What follows belongs to an exercise in optimizing a design on an open flow for small area, a short achievable clock period and few clock cycles; a production flow would make more cautious choices.
RTL that was checked went through simulation tests only; none was proved equivalent to the original.
Power is estimated from default activity; no workload was simulated.

## the reference run
Design source_text_tokenizer_top, start of the top module:
module source_text_tokenizer_top (
  input  logic        clk_i,
  input  logic        rst_ni,
  input  logic        in_valid,
  output logic        in_ready,
  input  logic [7:0]  in_text_byte,
  input  logic        in_end_of_text,
  output logic        out_valid,
  input  logic        out_ready,
  output logic [5:0]  out_kind,
  output logic [23:0] out_start_offset,
  output logic [15:0] out_token_length,
  output logic [15:0] out_token_line,
  output logic [15:0] out_token_col,
  output logic [7:0]  out_string_byte,
  output logic        out_last
);
Size: ~1200 cells after synthesis, roughly 200 flip-flops, about 100 I/O pins, about 0.012 sq mm of cells after synthesis.
==> flow/config.mk <==
export PLATFORM = sky130hd
export DESIGN_NAME = source_text_tokenizer_top
export DESIGN_NICKNAME = source_text_tokenizer_top
export VERILOG_FILES = /design/flow/design.v
export SDC_FILE = /design/flow/constraint.sdc
export NUM_CORES = 4
export LEC_CHECK = 0
export CAP_MARGIN = 20
export CORE_MARGIN = 2
export CORE_UTILIZATION = 60
export PLACE_DENSITY = 0.7
export SLEW_MARGIN = 20
==> flow/constraint.sdc <==
create_clock -name core_clock -period 9.0 [get_ports {clk_i}]
set_input_delay 1.8000 -clock core_clock [delete_from_list [all_inputs] [get_ports {clk_i}]]
set_output_delay 1.8000 -clock core_clock [all_outputs]
set_load 0.01 [all_outputs]
standard.sh (not shown) runs the stock make flow with config.mk's settings and CLKGATE_MAP_FILE= SYNTH_SCRIPT=/design/flow/synth_recipe.tcl, a recipe that flattens the netlist after the stock synthesis.
==> flow/flow/run.sh <==
#!/bin/bash
set -euo pipefail
export BUFFER_PORTS_ARGS="-buffer_cell sky130_fd_sc_hd__buf_1"
export CTS_ARGS="-sink_clustering_enable -repair_clock_nets -dont_use_dummy_load -buf_list sky130_fd_sc_hd__clkbuf_8 -sink_buffer_max_cap_derate 0.6"
export SETUP_SLACK_MARGIN=5.5
bash standard.sh > standard_flow.log 2>&1
Testbench counts of the reference run, summed over its fixed seeds: cycles 24,429.
The following lists how the trial run was set up differently from the reference run:
diff --git a/flow/design.v b/flow/design.v
--- a/flow/design.v
+++ b/flow/design.v
@@ -84,12 +84,44 @@
       13, 18:                 l = 6;
       19:                     l = 8;
       default:                l = 0;
     endcase
     kw_len = l;
   endfunction
+  function automatic logic [23:0] sat_inc24(input logic [23:0] x, input logic en);
+    logic [5:0] g;
+    logic [23:0] r;
+    logic bc, c;
+    for (int k = 0; k < 6; k++) g[k] = &x[4*k +: 4];
+    bc = en && !(&g);
+    for (int k = 0; k < 6; k++) begin
+      c = bc;
+      for (int j = 0; j < 4; j++) begin
+        r[4*k+j] = x[4*k+j] ^ c;
+        c = c & x[4*k+j];
+      end
+      bc = bc & g[k];
+    end
+    sat_inc24 = r;
+  endfunction
+  function automatic logic [15:0] sat_inc16(input logic [15:0] x, input logic en);
+    logic [3:0] g;
+    logic [15:0] r;
+    logic bc, c;
+    for (int k = 0; k < 4; k++) g[k] = &x[4*k +: 4];
+    bc = en && !(&g);
+    for (int k = 0; k < 4; k++) begin
+      c = bc;
+      for (int j = 0; j < 4; j++) begin
+        r[4*k+j] = x[4*k+j] ^ c;
+        c = c & x[4*k+j];
+      end
+      bc = bc & g[k];
+    end
+    sat_inc16 = r;
+  endfunction
 endpackage
 module stt_kw_match (
   input  logic [7:0]  c_i,        
   input  logic [15:0] len_i,      
   input  logic        open_i,     
   input  logic [stt_pkg::NumKw-1:0] mask_i,
@@ -204,16 +236,15 @@
       "-":     single_kind = stt_pkg::KMinus;
       "*":     single_kind = stt_pkg::KStar;
       default: begin single_kind = stt_pkg::KBadChar; is_single = 1'b0; end
     endcase
   end
   assign len_inc = (len_q != stt_pkg::LenMax) ? len_q + 16'd1 : len_q;
-  assign cur_off  = (adv_q && off_q != stt_pkg::OffMax) ? off_q + 24'd1 : off_q;
-  assign cur_line = (adv_q && lastlf_q && line_q != stt_pkg::PosMax) ? line_q + 16'd1 : line_q;
-  assign cur_col  = (adv_q && lastlf_q) ? 16'd1 :
-                    (adv_q && col_q != stt_pkg::PosMax) ? col_q + 16'd1 : col_q;
+  assign cur_off  = stt_pkg::sat_inc24(off_q, adv_q);
+  assign cur_line = stt_pkg::sat_inc16(line_q, adv_q && lastlf_q);
+  assign cur_col  = (adv_q && lastlf_q) ? 16'd1 : stt_pkg::sat_inc16(col_q, adv_q);
   stt_kw_match u_kw (
     .c_i(c), .len_i(len_q), .open_i(kw_open), .mask_i(kwm_q), .mask_o(kwm_d), .kind_o(kw_kind)
   );
   always_comb begin
     fall_res = 1'b1;
     fall_kind = single_kind;
@@ -267,13 +298,14 @@
           mode_d = stt_pkg::MIdle; fall = 1'b1;
         end
       end
       stt_pkg::MNumber, stt_pkg::MFraction: begin
         if (pend_q == stt_pkg::PDot) begin
           if (!eot && is_digit) begin
-            len_d = len_inc; mode_d = stt_pkg::MFraction; pend_d = stt_pkg::PNone; split = 1'b1;
+            len_d = (len_q < 16'hFFFE) ? len_q + 16'd2 : stt_pkg::LenMax;
+            mode_d = stt_pkg::MFraction; pend_d = stt_pkg::PNone;
           end else begin
             close_res = 1'b1; close_kind = stt_pkg::KNumber; close_len = LRun;
             mode_d = stt_pkg::MIdle; pend_d = stt_pkg::PDot; split = 1'b1; more = 1'b1;
           end
         end else if (!eot && is_digit) begin
           len_d = len_inc;
### Flow results
The trial run | status: complete | timing, DRC, antenna: pass. Relative to the reference run, the setup clock skew after layout of the trial run is higher by 0.010 ns. In the metrics for the reference run and the trial run, the one carrying the higher number of inverters outside the clock class in the layout is the reference run. The reference run → the trial run: average footprint of a synthesized cell -5.1%, cell-internal power picked up an extra 14%, combinational cell power picked up an extra 230%. Critical path depth, the reference run and the trial run, lower one = the reference run. Met2 demand-to-capacity share in global routing: the trial run vs the reference run up 4.1 points. Against the reference run, the trial run comes in 4.1 points higher on global-route total usage across every layer. Between the trial run and the reference run, it is the trial run whose sequential fraction of the synthesis area is lower, by 1.9 points. Higher final wirelength was reported by the trial run, not the reference run.
Function not checked in the trial run: the RTL went through the layout flow alone.

========
source_text_tokenizer_top, a different RTL version from the one above (not shown whole).
Size in the first run: about 1300 cells after synthesis, about 100 I/O pins, about 0.012 sq mm of cells after synthesis.
clock: 9.0 ns
lec_check: 0
cap_margin: 20
core_margin: 2
core_utilization: 60
place_density: 0.7
slew_margin: 20
Scripts as last shown in full above: flow/flow/run.sh
Testbench counts at the start, summed over its fixed seeds: cycles 24,327.
Edit:
--- a/flow/design.v
+++ b/flow/design.v
@@ -203,17 +203,32 @@
       "+":     single_kind = stt_pkg::KPlus;
       "-":     single_kind = stt_pkg::KMinus;
       "*":     single_kind = stt_pkg::KStar;
       default: begin single_kind = stt_pkg::KBadChar; is_single = 1'b0; end
     endcase
   end
-  assign len_inc = (len_q != stt_pkg::LenMax) ? len_q + 16'd1 : len_q;
-  assign cur_off  = (adv_q && off_q != stt_pkg::OffMax) ? off_q + 24'd1 : off_q;
-  assign cur_line = (adv_q && lastlf_q && line_q != stt_pkg::PosMax) ? line_q + 16'd1 : line_q;
-  assign cur_col  = (adv_q && lastlf_q) ? 16'd1 :
-                    (adv_q && col_q != stt_pkg::PosMax) ? col_q + 16'd1 : col_q;
+  logic [15:0] len_inc2;
+  always_comb begin
+    logic c;
+    c = len_q != stt_pkg::LenMax;
+    for (int i = 0; i < 16; i++) begin len_inc[i] = len_q[i] ^ c; c = c & len_q[i]; end
+    c = 1'b1;
+    len_inc2[0] = len_q[0];
+    for (int i = 1; i < 16; i++) begin len_inc2[i] = len_q[i] ^ c; c = c & len_q[i]; end
+    if (len_q[15:1] == 15'h7FFF) len_inc2 = stt_pkg::LenMax;
+  end
+  always_comb begin
+    logic c;
+    c = adv_q && off_q != stt_pkg::OffMax;
+    for (int i = 0; i < 24; i++) begin cur_off[i] = off_q[i] ^ c; c = c & off_q[i]; end
+    c = adv_q && lastlf_q && line_q != stt_pkg::PosMax;
+    for (int i = 0; i < 16; i++) begin cur_line[i] = line_q[i] ^ c; c = c & line_q[i]; end
+    c = adv_q && col_q != stt_pkg::PosMax;
+    for (int i = 0; i < 16; i++) begin cur_col[i] = col_q[i] ^ c; c = c & col_q[i]; end
+    if (adv_q && lastlf_q) cur_col = 16'd1;
+  end
   stt_kw_match u_kw (
     .c_i(c), .len_i(len_q), .open_i(kw_open), .mask_i(kwm_q), .mask_o(kwm_d), .kind_o(kw_kind)
   );
   always_comb begin
     fall_res = 1'b1;
     fall_kind = single_kind;
@@ -267,13 +282,13 @@
           mode_d = stt_pkg::MIdle; fall = 1'b1;
         end
       end
       stt_pkg::MNumber, stt_pkg::MFraction: begin
         if (pend_q == stt_pkg::PDot) begin
           if (!eot && is_digit) begin
-            len_d = (len_q < 16'hFFFE) ? len_q + 16'd2 : stt_pkg::LenMax;
+            len_d = len_inc2;
             mode_d = stt_pkg::MFraction; pend_d = stt_pkg::PNone;
           end else begin
             close_res = 1'b1; close_kind = stt_pkg::KNumber; close_len = LRun;
             mode_d = stt_pkg::MIdle; pend_d = stt_pkg::PDot; split = 1'b1; more = 1'b1;
           end
         end else if (!eot && is_digit) begin
The new run completed with no timing, DRC or antenna violations; wire length grows by 6.3%; flip-flop and latch count does not change; global-route usage climbs by 0.95 points; combinational power shrinks by 27%; synthesized area hardly moves.
For the second run of this note, only the layout was checked, not whether the RTL still works.

========
Another version of the RTL of source_text_tokenizer_top (not shown whole).
Size in the first run: ~100 I/O pins, roughly 12000 µm² of cells after synthesis.
==> flow/design.v (excerpt) <==
module source_text_tokenizer_top (
  input  logic        clk_i,
  input  logic        rst_ni,
  input  logic        in_valid,
  output logic        in_ready,
  input  logic [7:0]  in_text_byte,
  input  logic        in_end_of_text,
  output logic        out_valid,
  input  logic        out_ready,
  output logic [5:0]  out_kind,
  output logic [23:0] out_start_offset,
  output logic [15:0] out_token_length,
  output logic [15:0] out_token_line,
  output logic [15:0] out_token_col,
  output logic [7:0]  out_string_byte,
  output logic        out_last
);
export LEC_CHECK = 0
export CAP_MARGIN = 20
export CORE_MARGIN = 2
export CORE_UTILIZATION = 60
export PLACE_DENSITY = 0.7
export SLEW_MARGIN = 20
create_clock -name core_clock -period 9.0 [get_ports {clk_i}]
Scripts as last shown in full above: flow/flow/run.sh
Rerun with:
--- a/flow/design.v
+++ b/flow/design.v
@@ -151,19 +151,18 @@
   logic [15:0] cur_line, cur_col;
   logic [23:0] p_off_q;              
   logic [15:0] p_line_q, p_col_q;
   logic [15:0] len_q, len_d;
   logic        ppend_q;                     
   logic [stt_pkg::NumKw-1:0] kwm_q, kwm_d;
   logic        ov_q;
-  logic        strb_q;               
-  logic [7:0]  data_q;               
+  logic [5:0]  kind_q;
+  logic [7:0]  sb_q;
   logic        last_q;
-  logic [5:0]  res_kind;
-  logic [1:0]  res_lsel;
+  logic [1:0]  lsel_q;
   logic [7:0]  c;
   logic        eot;
   logic        is_alpha, is_digit, is_blank, is_lf, is_quote, is_bslash, is_dot, is_eq;
   logic        is_slash, is_bang, is_lt, is_gt, is_hold, is_open;
   logic [5:0]  single_kind;
   logic        is_single;
   logic [15:0] len_inc;
@@ -347,17 +346,14 @@
     end
   end
   assign done_o = !split;
   assign emit = close_res || (fall && fall_res);
   assign advance = done_o && !eot && !halt_d && mode_q != stt_pkg::MEnded;
   logic [1:0]  pos_sel;
   assign pos_sel = close_res ? close_pos : stt_pkg::PosCur;
-  logic p_load, p_from_last;
-  assign p_load = (emit && pos_sel != stt_pkg::PosRun) || (open_run && !emit) || ppend_q;
-  assign p_from_last = ppend_q || (mode_q == stt_pkg::MIdle && pend_q != stt_pkg::PNone);
   always_ff @(posedge clk_i or negedge rst_ni) begin
     if (!rst_ni) begin
       mode_q <= stt_pkg::MIdle; pend_q <= stt_pkg::PNone; halt_q <= 1'b0;
       off_q <= '0; line_q <= 16'd1; col_q <= 16'd1; adv_q <= 1'b0;
       ov_q <= 1'b0; ppend_q <= 1'b0;
     end else begin
       if (go_i) ppend_q <= open_run && emit;
@@ -372,35 +368,34 @@
     end
   end
   always_ff @(posedge clk_i) begin
     if (go_i) begin
       len_q <= len_d;
       kwm_q <= kwm_d;
       if (advance) lastlf_q <= is_lf;
-      if (p_load) begin
-        p_off_q  <= p_from_last ? off_q  : cur_off;
-        p_line_q <= p_from_last ? line_q : cur_line;
-        p_col_q  <= p_from_last ? col_q  : cur_col;
+      if (emit && pos_sel == stt_pkg::PosCur || open_run && !emit) begin
+        p_off_q <= cur_off; p_line_q <= cur_line; p_col_q <= cur_col;
+      end else if (emit && pos_sel == stt_pkg::PosOp || ppend_q) begin
+        p_off_q <= off_q; p_line_q <= line_q; p_col_q <= col_q;
       end
       if (emit) begin
-        strb_q <= res_kind == stt_pkg::KStrByte;
-        data_q <= (res_kind == stt_pkg::KStrByte) ? sb : {res_lsel, res_kind};
+        kind_q <= close_res ? close_kind : fall_kind;
+        lsel_q <= close_res ? close_len : fall_len;
+        sb_q <= sb;
         last_q <= !more;
       end
     end
   end
   assign out_valid_o = ov_q;
-  assign res_kind = close_res ? close_kind : fall_kind;
-  assign res_lsel = close_res ? close_len : fall_len;
-  assign out_kind_o  = strb_q ? stt_pkg::KStrByte : data_q[5:0];
+  assign out_kind_o  = kind_q;
   assign out_off_o   = p_off_q;
   assign out_line_o  = p_line_q;
   assign out_col_o   = p_col_q;
-  assign out_len_o   = strb_q ? 16'd0 : (data_q[7:6] == LRun) ? len_q : {14'd0, data_q[7:6]};
-  assign out_sb_o    = strb_q ? data_q : 8'd0;
+  assign out_len_o   = (lsel_q == LRun) ? len_q : {14'd0, lsel_q};
+  assign out_sb_o    = sb_q;
   assign out_last_o  = last_q;
 endmodule
 module source_text_tokenizer_top (
   input  logic        clk_i,
   input  logic        rst_ni,
   input  logic        in_valid,
   output logic        in_ready,
Result: The new run ran to the end with no violations. Global-route usage came out lower by 0.15 points. Sequential share of layout area came out higher by 2.1 points. Final area came out lower slightly. Utilization came out lower by 0.73 points. Count of clock-buffer cells in the layout is unchanged. Worst hold slack is about the same. Setup slack gains 86 ps. Sequential power came out lower by a quarter to a third.
Testbench counts after the change, summed over its fixed seeds: cycles 24,327.
Only the layout flow was run in the first run of this note; the RTL was not checked for function there.

[re-timing with driven ports]
How much do the figures lean on ideal ports? The routed layouts below were timed once more, with nothing changed but the port constraints.
Step 1, drivers: a clkbuf_16 drives clk_i and a buf_2 each remaining input, both assumed.
Step 2 moves the port delays by t, midway between the first and last clock arrival at a register: inputs arrive t later, outputs are due t later. That takes back most of the time a late clock gives input paths.
Three values: ideal, step 1, step 2; two values: the first two.
run	t (ns)	setup slack, ns	slew at the worst register clock pin (ns)
the reference run	0.492	5.551 / 5.562 / 5.070	0.11 / 0.11
the trial run	0.504	5.527 / 5.509 / 5.005	0.12 / 0.12
the first run of note 2	0.496	5.563 / 5.575 / 5.081	0.12 / 0.12
the second run of note 2	0.518	3.634 / 3.634 / 3.634	0.12 / 0.12
the first run of note 3	0.503	5.464 / 5.464 / 5.026	0.12 / 0.12
the second run of note 3	0.518	5.550 / 5.550 / 5.192	0.12 / 0.12
After both steps every run listed still meets setup and hold. For the trial run, which loses most, drivers alone change the setup slack by -0.018 ns; drivers and shift together by -0.522 ns.
